Context: an optimization exercise on an open-source flow, tuned for a short achievable clock period and few clock cycles. The choices shown serve that exercise and are no tape-out recipe. In this exercise RTL edits were held to simulation tests only and were not proved equivalent to the original. No activity file was given, so power comes from the tool's default toggle rates.

==> run R: inputs <==
Design roi_crop_mosaic_address_gen_core, start of the top module:
module roi_crop_mosaic_address_gen_core (
    input  logic         clk,
    input  logic         rst_n,
    input  logic         s_tvalid,
    output logic         s_tready,
    input  logic [47:0]  s_tdata,   
    input  logic         s_tuser,   
    output logic         m_tvalid,
    input  logic         m_tready,
    output logic [103:0] m_tdata,   
    output logic [1:0]   m_tuser,   
    output logic         m_tlast,
    input  logic         cfg_valid,
    output logic         cfg_ready,
    input  logic [2:0]   cfg_index,
    input  logic [12:0]  cfg_data
);
clock: 10.0 ns
lec_check: 0
cap_margin: 20
core_margin: 2
core_utilization: 50
cts_cluster_diameter: 120
cts_cluster_size: 26
slew_margin: 20
standard.sh (not shown) runs the stock make flow with config.mk's settings and CLKGATE_MAP_FILE= SYNTH_SCRIPT=/design/flow/synth_recipe.tcl, a recipe that flattens the netlist after the stock synthesis.
==> flow/flow/run.sh <==
#!/bin/bash
# Standard layout, with timing repair aimed at a tighter target than the clock period so that
# the resizer keeps improving paths that already meet 10 ns. Constraints are unchanged.
set -euo pipefail
bash standard.sh SETUP_SLACK_MARGIN=7.3 finish > standard_flow.log 2>&1
==> run H (differences from run R) <==
--- a/flow/design.v
+++ b/flow/design.v
@@ -23,11 +23,11 @@
     input  logic [12:0]   cfg_h,
     input  logic [4:0]    cfg_scx,
     input  logic [4:0]    cfg_scy,
     input  logic [6:0]    cfg_cols,       
     input  logic [12:0]   cfg_nslots,     
-    input  logic [14:0]   cfg_w3,         
+    input  logic [16*17-1:0] cfg_mtab,    
     input  logic          i_v,
     input  logic          i_act,
     input  logic [47:0]   i_data,
     output logic          r_v,
     output logic          r_emit,         
@@ -43,19 +43,14 @@
     output logic [26:0]   r_cd,
     output logic [5:0]    r_len,
     output logic [5:0]    r_nrows,
     output logic          r_y0odd
 );
-    function automatic logic [14:0] wmul(input logic [1:0] d, input logic [12:0] w,
-                                         input logic [14:0] w3);
-        case (d)
-            2'd0: wmul = 15'd0;
-            2'd1: wmul = {2'd0, w};
-            2'd2: wmul = {1'b0, w, 1'b0};
-            default: wmul = w3;
-        endcase
-    endfunction
+    logic [16:0] mtab [0:15];
+    always_comb
+        for (int k = 0; k < 16; k++)
+            mtab[k] = cfg_mtab[k*17 +: 17];
     logic [7:0] cnt_reg;
     logic [5:0] col_reg, row_reg;
     logic [6:0] col_inc;
     logic       region_ok;
     assign col_inc   = {1'b0, col_reg} + 7'd1;
@@ -216,18 +211,14 @@
     logic [3:0]  g_x0hi, g_y0hi;
     logic [26:0] g_ld;
     logic [22:0] g_cda;
     logic [12:0] g_x0, g_y0;
     logic [5:0]  g_len, g_nrows;
-    logic [16:0] g_sa [0:3];
-    logic [16:0] g_sb [0:3];
+    logic [16:0] g_pa0, g_pa1, g_pa2, g_pa3, g_pb0, g_pb1, g_pb2, g_pb3;
     logic [5:0]  x1c, y1c;
-    logic [15:0] ya, qa;
     assign x1c = f_x1gt ? cfg_w[5:0] : f_x1r[5:0];
     assign y1c = f_y1gt ? cfg_h[5:0] : f_y1r[5:0];
-    assign ya  = {3'd0, f_y0};
-    assign qa  = {2'd0, f_q};
     always_ff @(posedge clk or negedge rst_n)
         if (!rst_n) g_v <= 1'b0;
         else        g_v <= f_v;
     always_ff @(posedge clk)
     begin
@@ -242,17 +233,18 @@
         g_cda    <= {1'b0, f_rc, 9'd0} + {12'd0, f_col, 5'd0};
         g_x0     <= f_x0;
         g_y0     <= f_y0;
         g_len    <= x1c - f_x0[5:0];
         g_nrows  <= y1c - f_y0[5:0];
-        for (int j = 0; j < 4; j++)
-        begin
-            g_sa[j] <= {2'd0, wmul(ya[4*j +: 2], cfg_w, cfg_w3)}
-                       + {wmul(ya[4*j+2 +: 2], cfg_w, cfg_w3), 2'd0};
-            g_sb[j] <= {2'd0, wmul(qa[4*j +: 2], cfg_w, cfg_w3)}
-                       + {wmul(qa[4*j+2 +: 2], cfg_w, cfg_w3), 2'd0};
-        end
+        g_pa0    <= mtab[f_y0[3:0]];
+        g_pa1    <= mtab[f_y0[7:4]];
+        g_pa2    <= mtab[f_y0[11:8]];
+        g_pa3    <= f_y0[12] ? mtab[1] : 17'd0;
+        g_pb0    <= mtab[f_q[3:0]];
+        g_pb1    <= mtab[f_q[7:4]];
+        g_pb2    <= mtab[f_q[11:8]];
+        g_pb3    <= mtab[{2'd0, f_q[13:12]}];
     end
     logic        h_v;
     logic [1:0]  h_t;
     logic [7:0]  h_slot;
     logic        h_active, h_y0odd;
@@ -260,14 +252,14 @@
     logic [26:0] h_ld, h_cd;
     logic [12:0] h_x0, h_y0;
     logic [5:0]  h_len, h_nrows;
     logic [20:0] h_a1, h_a2, h_b1, h_b2;
     logic [20:0] a1, a2, b1, b2;
-    rcmag_mac u_a1 (.tab_a(g_sa[0]), .tab_b(g_sa[1]), .res(a1));
-    rcmag_mac u_a2 (.tab_a(g_sa[2]), .tab_b(g_sa[3]), .res(a2));
-    rcmag_mac u_b1 (.tab_a(g_sb[0]), .tab_b(g_sb[1]), .res(b1));
-    rcmag_mac u_b2 (.tab_a(g_sb[2]), .tab_b(g_sb[3]), .res(b2));
+    rcmag_mac u_a1 (.tab_a(g_pa0), .tab_b(g_pa1), .res(a1));
+    rcmag_mac u_a2 (.tab_a(g_pa2), .tab_b(g_pa3), .res(a2));
+    rcmag_mac u_b1 (.tab_a(g_pb0), .tab_b(g_pb1), .res(b1));
+    rcmag_mac u_b2 (.tab_a(g_pb2), .tab_b(g_pb3), .res(b2));
     always_ff @(posedge clk or negedge rst_n)
         if (!rst_n) h_v <= 1'b0;
         else        h_v <= g_v;
     always_ff @(posedge clk)
     begin
@@ -335,19 +327,29 @@
     logic [6:0]  cfg_cols, cfg_rows;
     logic [12:0] cfg_nslots;
     logic [11:0] cfg_mw;
     logic [9:0]  ns_lo, ns_hi;
     logic [14:0] cfg_w3;
+    logic [16*17-1:0] cfg_mtab;
     assign cfg_ready = 1'b1;
     function automatic logic [6:0] clamp_tiles(input logic [6:0] v);
         if (v == 7'd0)
             clamp_tiles = 7'd1;
         else if (v > 7'd64)
             clamp_tiles = 7'd64;
         else
             clamp_tiles = v;
     endfunction
+    function automatic logic [16:0] w_times(input logic [1:0] j, input logic [12:0] w,
+                                            input logic [14:0] w3);
+        case (j)
+            2'd0: w_times = 17'd0;
+            2'd1: w_times = {4'd0, w};
+            2'd2: w_times = {3'd0, w, 1'b0};
+            default: w_times = {2'd0, w3};
+        endcase
+    endfunction
     always_ff @(posedge clk or negedge rst_n)
     begin
         if (!rst_n)
         begin
             cfg_w    <= 13'd3840;
@@ -375,41 +377,44 @@
     begin
         ns_lo      <= 10'(cfg_cols * cfg_rows[2:0]);
         ns_hi      <= 10'(cfg_cols * cfg_rows[6:3]);
         cfg_nslots <= {3'd0, ns_lo} + {ns_hi, 3'd0};
         cfg_w3     <= {2'd0, cfg_w} + {1'b0, cfg_w, 1'b0};
+        for (int k = 0; k < 16; k++)
+            cfg_mtab[k*17 +: 17] <= (w_times(2'(k >> 2), cfg_w, cfg_w3) << 2)
+                                    + w_times(2'(k & 3), cfg_w, cfg_w3);
     end
     logic        i_v, i_act;
     logic [47:0] i_data;
     logic [2:0]  occ;
     logic        pop;
     logic [2:0]  occ_np;
     logic        take;
-    logic rdy;
-    assign take   = s_tvalid && rdy;
+    assign take   = s_tvalid && s_tready;
     assign occ_np = occ - {2'd0, pop};
     always_ff @(posedge clk or negedge rst_n)
     begin
         if (!rst_n)
         begin
             i_v      <= 1'b0;
             occ      <= '0;
-            rdy      <= 1'b0;
             s_tready <= 1'b0;
         end
         else
         begin
             i_v      <= take;
             occ      <= take ? occ_np + 3'd1 : occ_np;
-            rdy      <= take ? (occ_np < 3'(FIFO_N - 1)) : (occ_np < 3'(FIFO_N));
-            s_tready <= (s_tvalid && s_tready) ? (occ_np < 3'(FIFO_N - 1)) : (occ_np < 3'(FIFO_N));
+            s_tready <= take ? (occ_np < 3'(FIFO_N - 1)) : (occ_np < 3'(FIFO_N));
         end
     end
     always_ff @(posedge clk)
     begin
-        i_act  <= s_tuser;
-        i_data <= s_tdata;
+        if (s_tready)
+        begin
+            i_act  <= s_tuser;
+            i_data <= s_tdata;
+        end
     end
     logic        r_v, r_emit, r_rows, r_last, r_y0odd;
     logic [1:0]  r_kind;
     logic [7:0]  r_slot;
     logic [15:0] r_tlx, r_tly;
@@ -422,11 +427,11 @@
         .cfg_h      (cfg_h),
         .cfg_scx    (cfg_scx),
         .cfg_scy    (cfg_scy),
         .cfg_cols   (cfg_cols),
         .cfg_nslots (cfg_nslots),
-        .cfg_w3     (cfg_w3),
+        .cfg_mtab   (cfg_mtab),
         .i_v        (i_v),
         .i_act      (i_act),
         .i_data     (i_data),
         .r_v        (r_v),
         .r_emit     (r_emit),
@@ -583,25 +588,21 @@
     logic [7:0]  o_slot, oh_slot, sk_slot, n_slot;
     logic [26:0] o_src, o_dst, oh_src, oh_dst, sk_src, sk_dst, n_src, n_dst;
     logic [5:0]  o_len, oh_len, sk_len, n_len;
     logic [15:0] o_tlx, o_tly, oh_tlx, oh_tly, sk_tlx, sk_tly, n_tlx, n_tly;
     assign o_load = !o_v || m_tready;
-    logic o_vp;
     always_ff @(posedge clk or negedge rst_n)
     begin
         if (!rst_n)
         begin
             o_v  <= 1'b0;
-            o_vp <= 1'b0;
             sk_v <= 1'b0;
         end
         else
         begin
             if (o_load)
                 o_v <= sk_v || push;
-            if (!o_vp || m_tready)
-                o_vp <= sk_v || push;
             sk_v <= sk_v ? !o_load : (push && !o_load);
         end
     end
     assign n_kind = sk_v ? sk_kind : e_kind;
     assign n_last = sk_v ? sk_last : e_last;
@@ -622,11 +623,11 @@
             sk_dst  <= e_dst;
             sk_len  <= e_olen;
             sk_tlx  <= e_tlx;
             sk_tly  <= e_tly;
         end
-        if (o_load && (sk_v || push))
+        if (o_load)
         begin
             oh_kind <= n_kind;
             oh_last <= n_last;
             oh_slot <= n_slot;
             oh_src  <= n_src;
@@ -642,10 +643,10 @@
         o_dst  <= o_load ? n_dst  : oh_dst;
         o_len  <= o_load ? n_len  : oh_len;
         o_tlx  <= o_load ? n_tlx  : oh_tlx;
         o_tly  <= o_load ? n_tly  : oh_tly;
     end
-    assign m_tvalid = o_vp;
+    assign m_tvalid = o_v;
     assign m_tuser  = o_kind;
     assign m_tlast  = o_last;
     assign m_tdata  = {4'd0, o_tly, o_tlx, o_len, o_dst, o_src, o_slot};
 endmodule
==> flow/flow/run.sh (replaced) <==
#!/bin/bash
# Standard layout, with timing repair aimed at a tighter target than the clock period so that
# the resizer keeps improving paths that already meet 10 ns. Constraints are unchanged.
set -euo pipefail
bash standard.sh SETUP_SLACK_MARGIN=7 finish > standard_flow.log 2>&1
--- a/flow/config.mk
+++ b/flow/config.mk
@@ -5,9 +5,9 @@
 export SDC_FILE = /design/flow/constraint.sdc
 export NUM_CORES = 4
 export LEC_CHECK = 0
 export CAP_MARGIN = 20
 export CORE_MARGIN = 2
-export CORE_UTILIZATION = 50
-export CTS_CLUSTER_DIAMETER = 120
-export CTS_CLUSTER_SIZE = 26
+export CORE_UTILIZATION = 40
+export CTS_CLUSTER_DIAMETER = 100
+export CTS_CLUSTER_SIZE = 30
 export SLEW_MARGIN = 20
==> run P (differences from run R) <==
--- a/flow/design.v
+++ b/flow/design.v
@@ -23,11 +23,11 @@
     input  logic [12:0]   cfg_h,
     input  logic [4:0]    cfg_scx,
     input  logic [4:0]    cfg_scy,
     input  logic [6:0]    cfg_cols,       
     input  logic [12:0]   cfg_nslots,     
-    input  logic [14:0]   cfg_w3,         
+    input  logic [16*17-1:0] cfg_mtab,    
     input  logic          i_v,
     input  logic          i_act,
     input  logic [47:0]   i_data,
     output logic          r_v,
     output logic          r_emit,         
@@ -43,19 +43,14 @@
     output logic [26:0]   r_cd,
     output logic [5:0]    r_len,
     output logic [5:0]    r_nrows,
     output logic          r_y0odd
 );
-    function automatic logic [14:0] wmul(input logic [1:0] d, input logic [12:0] w,
-                                         input logic [14:0] w3);
-        case (d)
-            2'd0: wmul = 15'd0;
-            2'd1: wmul = {2'd0, w};
-            2'd2: wmul = {1'b0, w, 1'b0};
-            default: wmul = w3;
-        endcase
-    endfunction
+    logic [16:0] mtab [0:15];
+    always_comb
+        for (int k = 0; k < 16; k++)
+            mtab[k] = cfg_mtab[k*17 +: 17];
     logic [7:0] cnt_reg;
     logic [5:0] col_reg, row_reg;
     logic [6:0] col_inc;
     logic       region_ok;
     assign col_inc   = {1'b0, col_reg} + 7'd1;
@@ -216,18 +211,14 @@
     logic [3:0]  g_x0hi, g_y0hi;
     logic [26:0] g_ld;
     logic [22:0] g_cda;
     logic [12:0] g_x0, g_y0;
     logic [5:0]  g_len, g_nrows;
-    logic [16:0] g_sa [0:3];
-    logic [16:0] g_sb [0:3];
+    logic [16:0] g_pa0, g_pa1, g_pa2, g_pa3, g_pb0, g_pb1, g_pb2, g_pb3;
     logic [5:0]  x1c, y1c;
-    logic [15:0] ya, qa;
     assign x1c = f_x1gt ? cfg_w[5:0] : f_x1r[5:0];
     assign y1c = f_y1gt ? cfg_h[5:0] : f_y1r[5:0];
-    assign ya  = {3'd0, f_y0};
-    assign qa  = {2'd0, f_q};
     always_ff @(posedge clk or negedge rst_n)
         if (!rst_n) g_v <= 1'b0;
         else        g_v <= f_v;
     always_ff @(posedge clk)
     begin
@@ -242,17 +233,18 @@
         g_cda    <= {1'b0, f_rc, 9'd0} + {12'd0, f_col, 5'd0};
         g_x0     <= f_x0;
         g_y0     <= f_y0;
         g_len    <= x1c - f_x0[5:0];
         g_nrows  <= y1c - f_y0[5:0];
-        for (int j = 0; j < 4; j++)
-        begin
-            g_sa[j] <= {2'd0, wmul(ya[4*j +: 2], cfg_w, cfg_w3)}
-                       + {wmul(ya[4*j+2 +: 2], cfg_w, cfg_w3), 2'd0};
-            g_sb[j] <= {2'd0, wmul(qa[4*j +: 2], cfg_w, cfg_w3)}
-                       + {wmul(qa[4*j+2 +: 2], cfg_w, cfg_w3), 2'd0};
-        end
+        g_pa0    <= mtab[f_y0[3:0]];
+        g_pa1    <= mtab[f_y0[7:4]];
+        g_pa2    <= mtab[f_y0[11:8]];
+        g_pa3    <= f_y0[12] ? mtab[1] : 17'd0;
+        g_pb0    <= mtab[f_q[3:0]];
+        g_pb1    <= mtab[f_q[7:4]];
+        g_pb2    <= mtab[f_q[11:8]];
+        g_pb3    <= mtab[{2'd0, f_q[13:12]}];
     end
     logic        h_v;
     logic [1:0]  h_t;
     logic [7:0]  h_slot;
     logic        h_active, h_y0odd;
@@ -260,14 +252,14 @@
     logic [26:0] h_ld, h_cd;
     logic [12:0] h_x0, h_y0;
     logic [5:0]  h_len, h_nrows;
     logic [20:0] h_a1, h_a2, h_b1, h_b2;
     logic [20:0] a1, a2, b1, b2;
-    rcmag_mac u_a1 (.tab_a(g_sa[0]), .tab_b(g_sa[1]), .res(a1));
-    rcmag_mac u_a2 (.tab_a(g_sa[2]), .tab_b(g_sa[3]), .res(a2));
-    rcmag_mac u_b1 (.tab_a(g_sb[0]), .tab_b(g_sb[1]), .res(b1));
-    rcmag_mac u_b2 (.tab_a(g_sb[2]), .tab_b(g_sb[3]), .res(b2));
+    rcmag_mac u_a1 (.tab_a(g_pa0), .tab_b(g_pa1), .res(a1));
+    rcmag_mac u_a2 (.tab_a(g_pa2), .tab_b(g_pa3), .res(a2));
+    rcmag_mac u_b1 (.tab_a(g_pb0), .tab_b(g_pb1), .res(b1));
+    rcmag_mac u_b2 (.tab_a(g_pb2), .tab_b(g_pb3), .res(b2));
     always_ff @(posedge clk or negedge rst_n)
         if (!rst_n) h_v <= 1'b0;
         else        h_v <= g_v;
     always_ff @(posedge clk)
     begin
@@ -335,19 +327,29 @@
     logic [6:0]  cfg_cols, cfg_rows;
     logic [12:0] cfg_nslots;
     logic [11:0] cfg_mw;
     logic [9:0]  ns_lo, ns_hi;
     logic [14:0] cfg_w3;
+    logic [16*17-1:0] cfg_mtab;
     assign cfg_ready = 1'b1;
     function automatic logic [6:0] clamp_tiles(input logic [6:0] v);
         if (v == 7'd0)
             clamp_tiles = 7'd1;
         else if (v > 7'd64)
             clamp_tiles = 7'd64;
         else
             clamp_tiles = v;
     endfunction
+    function automatic logic [16:0] w_times(input logic [1:0] j, input logic [12:0] w,
+                                            input logic [14:0] w3);
+        case (j)
+            2'd0: w_times = 17'd0;
+            2'd1: w_times = {4'd0, w};
+            2'd2: w_times = {3'd0, w, 1'b0};
+            default: w_times = {2'd0, w3};
+        endcase
+    endfunction
     always_ff @(posedge clk or negedge rst_n)
     begin
         if (!rst_n)
         begin
             cfg_w    <= 13'd3840;
@@ -375,35 +377,35 @@
     begin
         ns_lo      <= 10'(cfg_cols * cfg_rows[2:0]);
         ns_hi      <= 10'(cfg_cols * cfg_rows[6:3]);
         cfg_nslots <= {3'd0, ns_lo} + {ns_hi, 3'd0};
         cfg_w3     <= {2'd0, cfg_w} + {1'b0, cfg_w, 1'b0};
+        for (int k = 0; k < 16; k++)
+            cfg_mtab[k*17 +: 17] <= (w_times(2'(k >> 2), cfg_w, cfg_w3) << 2)
+                                    + w_times(2'(k & 3), cfg_w, cfg_w3);
     end
     logic        i_v, i_act;
     logic [47:0] i_data;
     logic [2:0]  occ;
     logic        pop;
     logic [2:0]  occ_np;
     logic        take;
-    logic rdy;
-    assign take   = s_tvalid && rdy;
+    assign take   = s_tvalid && s_tready;
     assign occ_np = occ - {2'd0, pop};
     always_ff @(posedge clk or negedge rst_n)
     begin
         if (!rst_n)
         begin
             i_v      <= 1'b0;
             occ      <= '0;
-            rdy      <= 1'b0;
             s_tready <= 1'b0;
         end
         else
         begin
             i_v      <= take;
             occ      <= take ? occ_np + 3'd1 : occ_np;
-            rdy      <= take ? (occ_np < 3'(FIFO_N - 1)) : (occ_np < 3'(FIFO_N));
-            s_tready <= (s_tvalid && s_tready) ? (occ_np < 3'(FIFO_N - 1)) : (occ_np < 3'(FIFO_N));
+            s_tready <= take ? (occ_np < 3'(FIFO_N - 1)) : (occ_np < 3'(FIFO_N));
         end
     end
     always_ff @(posedge clk)
     begin
         i_act  <= s_tuser;
@@ -422,11 +424,11 @@
         .cfg_h      (cfg_h),
         .cfg_scx    (cfg_scx),
         .cfg_scy    (cfg_scy),
         .cfg_cols   (cfg_cols),
         .cfg_nslots (cfg_nslots),
-        .cfg_w3     (cfg_w3),
+        .cfg_mtab   (cfg_mtab),
         .i_v        (i_v),
         .i_act      (i_act),
         .i_data     (i_data),
         .r_v        (r_v),
         .r_emit     (r_emit),
@@ -583,25 +585,21 @@
     logic [7:0]  o_slot, oh_slot, sk_slot, n_slot;
     logic [26:0] o_src, o_dst, oh_src, oh_dst, sk_src, sk_dst, n_src, n_dst;
     logic [5:0]  o_len, oh_len, sk_len, n_len;
     logic [15:0] o_tlx, o_tly, oh_tlx, oh_tly, sk_tlx, sk_tly, n_tlx, n_tly;
     assign o_load = !o_v || m_tready;
-    logic o_vp;
     always_ff @(posedge clk or negedge rst_n)
     begin
         if (!rst_n)
         begin
             o_v  <= 1'b0;
-            o_vp <= 1'b0;
             sk_v <= 1'b0;
         end
         else
         begin
             if (o_load)
                 o_v <= sk_v || push;
-            if (!o_vp || m_tready)
-                o_vp <= sk_v || push;
             sk_v <= sk_v ? !o_load : (push && !o_load);
         end
     end
     assign n_kind = sk_v ? sk_kind : e_kind;
     assign n_last = sk_v ? sk_last : e_last;
@@ -642,10 +640,10 @@
         o_dst  <= o_load ? n_dst  : oh_dst;
         o_len  <= o_load ? n_len  : oh_len;
         o_tlx  <= o_load ? n_tlx  : oh_tlx;
         o_tly  <= o_load ? n_tly  : oh_tly;
     end
-    assign m_tvalid = o_vp;
+    assign m_tvalid = o_v;
     assign m_tuser  = o_kind;
     assign m_tlast  = o_last;
     assign m_tdata  = {4'd0, o_tly, o_tlx, o_len, o_dst, o_src, o_slot};
 endmodule
==> flow/flow/run.sh (replaced) <==
#!/bin/bash
# Standard layout, with timing repair aimed at a tighter target than the clock period so that
# the resizer keeps improving paths that already meet 10 ns. Constraints are unchanged.
set -euo pipefail
bash standard.sh SETUP_SLACK_MARGIN=7 finish > standard_flow.log 2>&1
--- a/flow/config.mk
+++ b/flow/config.mk
@@ -6,8 +6,8 @@
 export NUM_CORES = 4
 export LEC_CHECK = 0
 export CAP_MARGIN = 20
 export CORE_MARGIN = 2
 export CORE_UTILIZATION = 50
-export CTS_CLUSTER_DIAMETER = 120
-export CTS_CLUSTER_SIZE = 26
+export CTS_CLUSTER_DIAMETER = 100
+export CTS_CLUSTER_SIZE = 24
 export SLEW_MARGIN = 20
==> qor summary <==
metric	run H	run R	run P
Overall power after layout	32.5 mW	32.2 mW	33.0 mW
Total standard cell area after synthesis	83100 um^2	79100 um^2	85700 um^2
R2r startpoint	u_ctrl.f_q[10]$_DFF_P_	cfg_w[0]$_DFFE_PN0P_	cfg_cols[2]$_DFFE_PN1P_
Min-Delay Endpoint	u_ctrl.h_active$_DFF_P_	u_ctrl.e_room$_DFF_P_	u_ctrl.h_x0hi[2]$_DFF_P_
Source of the critical timing path	s_tready$_DFF_PN0_	o_vp$_DFFE_PN0P_	s_tready$_DFF_PN0_
Cts bufs inserted	79	82	95
Register share of the cell area	0.480	0.473	0.486
Status	timing/DRC/antenna clean	timing/DRC/antenna clean	timing/DRC/antenna clean
Setup WS post-layout	6540 ps	6720 ps	6670 ps
Post-synthesis share of cell area spent on xor and xnor gates	0.0481	0.0517	0.0476
Period minus WS final	3460 ps	3280 ps	3330 ps
Post-synthesis area per instance	11.0 um^2	11.1 um^2	11.0 um^2
Die height	460 um	402 um	418 um
Post-detail-place hpwl	173000 um	125000 um	173000 um
Testbench counts of run R, summed over its fixed seeds: cycles 75,836.
Testbench counts of run H, summed over its fixed seeds: cycles 75,836.
Testbench counts of run P, summed over its fixed seeds: cycles 75,836.

-- port drivers added, routing unchanged --
In the flow no input, the clock included, has a driving cell. The finished layouts below were timed again as built, in two steps. Step 1, drivers: a clkbuf_16 drives clk and a buf_2 each remaining input, both assumed. Step 2 also shifts input and output timing later by t, the mid clock arrival at the registers, as if the neighbouring blocks saw the same clock. a / b / c = no drivers / after step 1 / after step 2; a / b = the first two.
run | t (ns) | slack for setup (ns) | worst setup path at the end | slew at the worst register clock pin (ns) | worst slew at a driven data input, ns
run R | 0.798 | 6.717 / 6.637 / 6.580 | input to register | 0.12 / 0.12 | 0.09
run H | 0.830 | 6.537 / 6.456 / 6.195 | input to register | 0.12 / 0.12 | 0.11
run P | 0.821 | 6.668 / 6.578 / 6.272 | input to register | 0.11 / 0.11 | 0.06
After both steps setup and hold are still met in every run listed. The setup slack of run P, which loses most, moves by -0.090 ns with the drivers and by -0.396 ns with both steps.
